Background: an optimization exercise with open tools, aiming at small area, a short achievable clock period and few clock cycles per item. Do not read the settings as production practice. In this exercise RTL edits were held to simulation tests only and were not proved equivalent to the original. Power figures rest on the tool's default switching activity, not on a simulated workload.

==> flow/design.v <==
module mul_axil (
  input  logic        Clk,
  input  logic        arst_n,
  input  logic        s_awvalid,
  output logic        s_awready,
  input  logic [7:0]  s_awaddr,
  input  logic        s_wvalid,
  output logic        s_wready,
  input  logic [31:0] s_wdata,
  input  logic [3:0]  s_wstrb,
  output logic        s_bvalid,
  input  logic        s_bready,
  output logic [1:0]  s_bresp,
  input  logic        s_arvalid,
  output logic        s_arready,
  input  logic [7:0]  s_araddr,
  output logic        s_rvalid,
  input  logic        s_rready,
  output logic [31:0] s_rdata,
  output logic [1:0]  s_rresp
);
  logic        bvalid, rvalid;
  logic        bresp_err;
  logic [31:0] rdata;
  logic [15:0] opa, opb;
  logic wr_fire, rd_fire, ctrl_go;
  logic aw_a, aw_b, aw_c;
  assign wr_fire = s_awvalid & s_wvalid & ~bvalid;
  assign rd_fire = s_arvalid & ~rvalid;
  assign aw_a = (s_awaddr == 8'h00);
  assign aw_b = (s_awaddr == 8'h04);
  assign aw_c = (s_awaddr == 8'h08);
  assign ctrl_go = wr_fire & aw_c & s_wstrb[0] & s_wdata[0];
  always_ff @(posedge Clk or negedge arst_n) begin
    if (!arst_n) begin
      opa <= '0;
      opb <= '0;
    end else begin
      if (wr_fire & aw_a & s_wstrb[0]) opa[7:0]  <= s_wdata[7:0];
      if (wr_fire & aw_a & s_wstrb[1]) opa[15:8] <= s_wdata[15:8];
      if (wr_fire & aw_b & s_wstrb[0]) opb[7:0]  <= s_wdata[7:0];
      if (wr_fire & aw_b & s_wstrb[1]) opb[15:8] <= s_wdata[15:8];
    end
  end
  logic        busy;           
  logic        fin;            
  logic [1:0]  cnt;            
  logic [3:0]  dig;            
  logic [15:0] hs, hc;
  logic [3:0]  ps, pc;
  logic [11:0] lo;
  logic        done;
  function automatic logic [39:0] csa(input logic [19:0] x, input logic [19:0] y,
                                      input logic [19:0] z);
    logic [19:0] s, c;
    s = x ^ y ^ z;
    c = ((x & y) | (x & z) | (y & z)) << 1;
    csa = {s, c};
  endfunction
  logic [4:0]  pr;
  logic [19:0] r0, r1, r2, r3, r4, r5;
  logic [19:0] s1, c1, s2, c2, s3, c3, sn, cn;
  logic [19:0] sum;
  assign pr = {1'b0, ps & {4{busy}}} + {1'b0, pc & {4{busy}}};
  assign r0 = {4'h0, hs & {16{busy}}};
  assign r1 = {4'h0, hc & {16{busy}}};
  assign r2 = {4'h0, opb & {16{dig[0]}}};
  assign r3 = {3'h0, opb & {16{dig[1]}}, pr[4]};
  assign r4 = {2'h0, opb & {16{dig[2]}}, 2'h0};
  assign r5 = {1'h0, opb & {16{dig[3]}}, 3'h0};
  assign {s1, c1} = csa(r0, r1, r2);
  assign {s2, c2} = csa(r3, r4, r5);
  assign {s3, c3} = csa(s1, c1, s2);
  assign {sn, cn} = csa(s3, c3, c2);
  assign sum = {hs, ps} + {hc, pc};
  always_ff @(posedge Clk or negedge arst_n) begin
    if (!arst_n) begin
      hs   <= '0;
      hc   <= '0;
      ps   <= '0;
      pc   <= '0;
      lo   <= '0;
      cnt  <= '0;
      busy <= 1'b0;
      fin  <= 1'b0;
      done <= 1'b0;
    end else begin
      if (ctrl_go | busy) begin
        hs  <= sn[19:4];
        hc  <= cn[19:4];
        ps  <= sn[3:0];
        pc  <= cn[3:0];
        cnt <= cnt + 2'd1;
      end else if (fin) begin
        hs  <= sum[19:4];
        hc  <= '0;
        ps  <= sum[3:0];
        pc  <= '0;
      end
      if (busy) begin
        lo <= {pr[3:0], lo[11:4]};
      end
      if (ctrl_go) begin
        busy <= 1'b1;
      end else if (cnt == 2'd3) begin
        busy <= 1'b0;
      end
      fin <= busy & (cnt == 2'd3) & ~ctrl_go;
      if (ctrl_go) begin
        done <= 1'b0;
      end else if (busy & (cnt == 2'd1)) begin
        done <= 1'b1;
      end
    end
  end
  always_ff @(posedge Clk) begin
    if (busy) begin
      case (cnt)
        2'd1:    dig <= opa[11:8];
        2'd2:    dig <= opa[15:12];
        default: dig <= opa[3:0];
      endcase
    end else begin
      dig <= ctrl_go ? opa[7:4] : opa[3:0];
    end
  end
  logic sel_a, sel_b, sel_p, st_done, rd_err;
  logic [7:0] ra;
  assign ra = s_araddr;
  always_ff @(posedge Clk or negedge arst_n) begin
    if (!arst_n) begin
      bvalid <= 1'b0;
      rvalid <= 1'b0;
    end else begin
      if (wr_fire)       bvalid <= 1'b1;
      else if (s_bready) bvalid <= 1'b0;
      if (rd_fire)       rvalid <= 1'b1;
      else if (s_rready) rvalid <= 1'b0;
    end
  end
  always_ff @(posedge Clk) begin
    if (!bvalid) bresp_err <= ~(aw_a | aw_b | aw_c);
    if (!rvalid) begin
      sel_a   <= (ra == 8'h00);
      sel_b   <= (ra == 8'h04);
      sel_p   <= (ra == 8'h10) & ~busy;
      st_done <= (ra == 8'h0C) & done;
      rd_err  <= ~((ra == 8'h00) | (ra == 8'h04) | (ra == 8'h08) | (ra == 8'h0C)
                   | (ra == 8'h10));
    end
  end
  assign rdata = ({32{sel_p}} & {hs, ps, lo})
               | {16'h0, {16{sel_a}} & opa}
               | {16'h0, {16{sel_b}} & opb}
               | {31'h0, st_done};
  assign s_awready = ~bvalid;
  assign s_wready  = ~bvalid;
  assign s_bvalid  = bvalid;
  assign s_bresp   = {bresp_err, 1'b0};
  assign s_arready = ~rvalid;
  assign s_rvalid  = rvalid;
  assign s_rdata   = rdata;
  assign s_rresp   = {rd_err, 1'b0};
endmodule
clock: 3.2 ns
lec_check: 0
cap_margin: 20
core_margin: 2
core_utilization: 60
setup_slack_margin: 0.7
slew_margin: 20
standard.sh (not shown) runs the stock make flow with config.mk's settings and CLKGATE_MAP_FILE= SYNTH_SCRIPT=/design/flow/synth_recipe.tcl, a recipe that flattens the netlist after the stock synthesis.
==> flow/flow/run.sh <==
#!/bin/bash
# Standard layout, with plain buffers on the ports and resizing not tied to
# cell footprints. Each step's own log is also kept under orfs/logs/.
set -euo pipefail
bash standard.sh \
  "BUFFER_PORTS_ARGS=-buffer_cell sky130_fd_sc_hd__buf_2" \
  MATCH_CELL_FOOTPRINT=0 \
  finish > standard.log 2>&1
Testbench counts at the start, summed over its fixed seeds: cycles 5,120, items 512.
Then changed:
--- a/flow/design.v
+++ b/flow/design.v
@@ -46,68 +46,67 @@
   logic        fin;            
   logic [1:0]  cnt;            
   logic [3:0]  dig;            
   logic [15:0] hs, hc;
   logic [3:0]  ps, pc;
+  logic [19:0] hi;
   logic [11:0] lo;
   logic        done;
+  logic        has;            
   function automatic logic [39:0] csa(input logic [19:0] x, input logic [19:0] y,
                                       input logic [19:0] z);
     logic [19:0] s, c;
     s = x ^ y ^ z;
     c = ((x & y) | (x & z) | (y & z)) << 1;
     csa = {s, c};
   endfunction
   logic [4:0]  pr;
   logic [19:0] r0, r1, r2, r3, r4, r5;
   logic [19:0] s1, c1, s2, c2, s3, c3, sn, cn;
-  logic [19:0] sum;
-  assign pr = {1'b0, ps & {4{busy}}} + {1'b0, pc & {4{busy}}};
+  assign pr = {1'b0, ps} + {1'b0, pc};
   assign r0 = {4'h0, hs & {16{busy}}};
   assign r1 = {4'h0, hc & {16{busy}}};
   assign r2 = {4'h0, opb & {16{dig[0]}}};
-  assign r3 = {3'h0, opb & {16{dig[1]}}, pr[4]};
+  assign r3 = {3'h0, opb & {16{dig[1]}}, pr[4] & busy};
   assign r4 = {2'h0, opb & {16{dig[2]}}, 2'h0};
   assign r5 = {1'h0, opb & {16{dig[3]}}, 3'h0};
   assign {s1, c1} = csa(r0, r1, r2);
   assign {s2, c2} = csa(r3, r4, r5);
   assign {s3, c3} = csa(s1, c1, s2);
   assign {sn, cn} = csa(s3, c3, c2);
-  assign sum = {hs, ps} + {hc, pc};
+  always_ff @(posedge Clk) begin
+    hs <= sn[19:4];
+    hc <= cn[19:4];
+    ps <= sn[3:0];
+    pc <= cn[3:0];
+  end
+  always_ff @(posedge Clk) begin
+    if (busy) begin
+      lo <= {pr[3:0], lo[11:4]};
+    end
+    if (fin) begin
+      hi <= {hs, ps} + {hc, pc};
+    end
+  end
   always_ff @(posedge Clk or negedge arst_n) begin
     if (!arst_n) begin
-      hs   <= '0;
-      hc   <= '0;
-      ps   <= '0;
-      pc   <= '0;
-      lo   <= '0;
       cnt  <= '0;
       busy <= 1'b0;
       fin  <= 1'b0;
       done <= 1'b0;
+      has  <= 1'b0;
     end else begin
       if (ctrl_go | busy) begin
-        hs  <= sn[19:4];
-        hc  <= cn[19:4];
-        ps  <= sn[3:0];
-        pc  <= cn[3:0];
         cnt <= cnt + 2'd1;
-      end else if (fin) begin
-        hs  <= sum[19:4];
-        hc  <= '0;
-        ps  <= sum[3:0];
-        pc  <= '0;
-      end
-      if (busy) begin
-        lo <= {pr[3:0], lo[11:4]};
       end
       if (ctrl_go) begin
         busy <= 1'b1;
+        has  <= 1'b1;
       end else if (cnt == 2'd3) begin
         busy <= 1'b0;
       end
-      fin <= busy & (cnt == 2'd3) & ~ctrl_go;
+      fin <= busy & (cnt == 2'd3);
       if (ctrl_go) begin
         done <= 1'b0;
       end else if (busy & (cnt == 2'd1)) begin
         done <= 1'b1;
       end
@@ -141,17 +140,17 @@
   always_ff @(posedge Clk) begin
     if (!bvalid) bresp_err <= ~(aw_a | aw_b | aw_c);
     if (!rvalid) begin
       sel_a   <= (ra == 8'h00);
       sel_b   <= (ra == 8'h04);
-      sel_p   <= (ra == 8'h10) & ~busy;
+      sel_p   <= (ra == 8'h10) & ~busy & has;
       st_done <= (ra == 8'h0C) & done;
       rd_err  <= ~((ra == 8'h00) | (ra == 8'h04) | (ra == 8'h08) | (ra == 8'h0C)
                    | (ra == 8'h10));
     end
   end
-  assign rdata = ({32{sel_p}} & {hs, ps, lo})
+  assign rdata = ({32{sel_p}} & {hi, lo})
                | {16'h0, {16{sel_a}} & opa}
                | {16'h0, {16{sel_b}} & opb}
                | {31'h0, st_done};
   assign s_awready = ~bvalid;
   assign s_wready  = ~bvalid;
Outcome: Clock power goes up by 90%. Routed wire length went down by 14%. Synthesized area went down by 5.2%. Worst setup slack improves by 0.15 ns. Synthesized cell count shrinks by 15%. Cell area decreases by 2.5%. Hold slack gets better by 0.019 ns. Die area came out lower by 5.1%. Global-route usage shrinks by 2.6 points.
Testbench counts after the change, summed over its fixed seeds: cycles 5,120, items 512.

==> static timing again, ports no longer ideal <==
How much do the figures lean on ideal ports? The routed layouts below were timed once more, with nothing changed but the port constraints. Step 1 (the two cells are an assumption about what drives the block):
set clk [get_ports {Clk}]
set_driving_cell -lib_cell sky130_fd_sc_hd__clkbuf_16 $clk
set_driving_cell -lib_cell sky130_fd_sc_hd__buf_2 [delete_from_list [all_inputs] $clk]
Step 2 times the ports against the registers' clock, not the clock port: input delays grow and output delays shrink by t, the midpoint of the rising clock arrivals with the driver on. Three values: ideal ports, drivers, drivers and shift; two values: the first two.
run	t, ns	setup WS [ns]	latest minus earliest clock arrival (ns)	slew at the worst register clock pin (ns)
the first run	0.387	0.656 / 0.656 / 0.487	0.008 / 0.007	0.07 / 0.07
the second run	0.459	0.805 / 0.805 / 0.472	0.007 / 0.007	0.06 / 0.06
After both steps setup and hold are still met in every run listed. For the second run, which loses most, drivers alone change the setup slack by 0.000 ns; drivers and shift together by -0.333 ns.
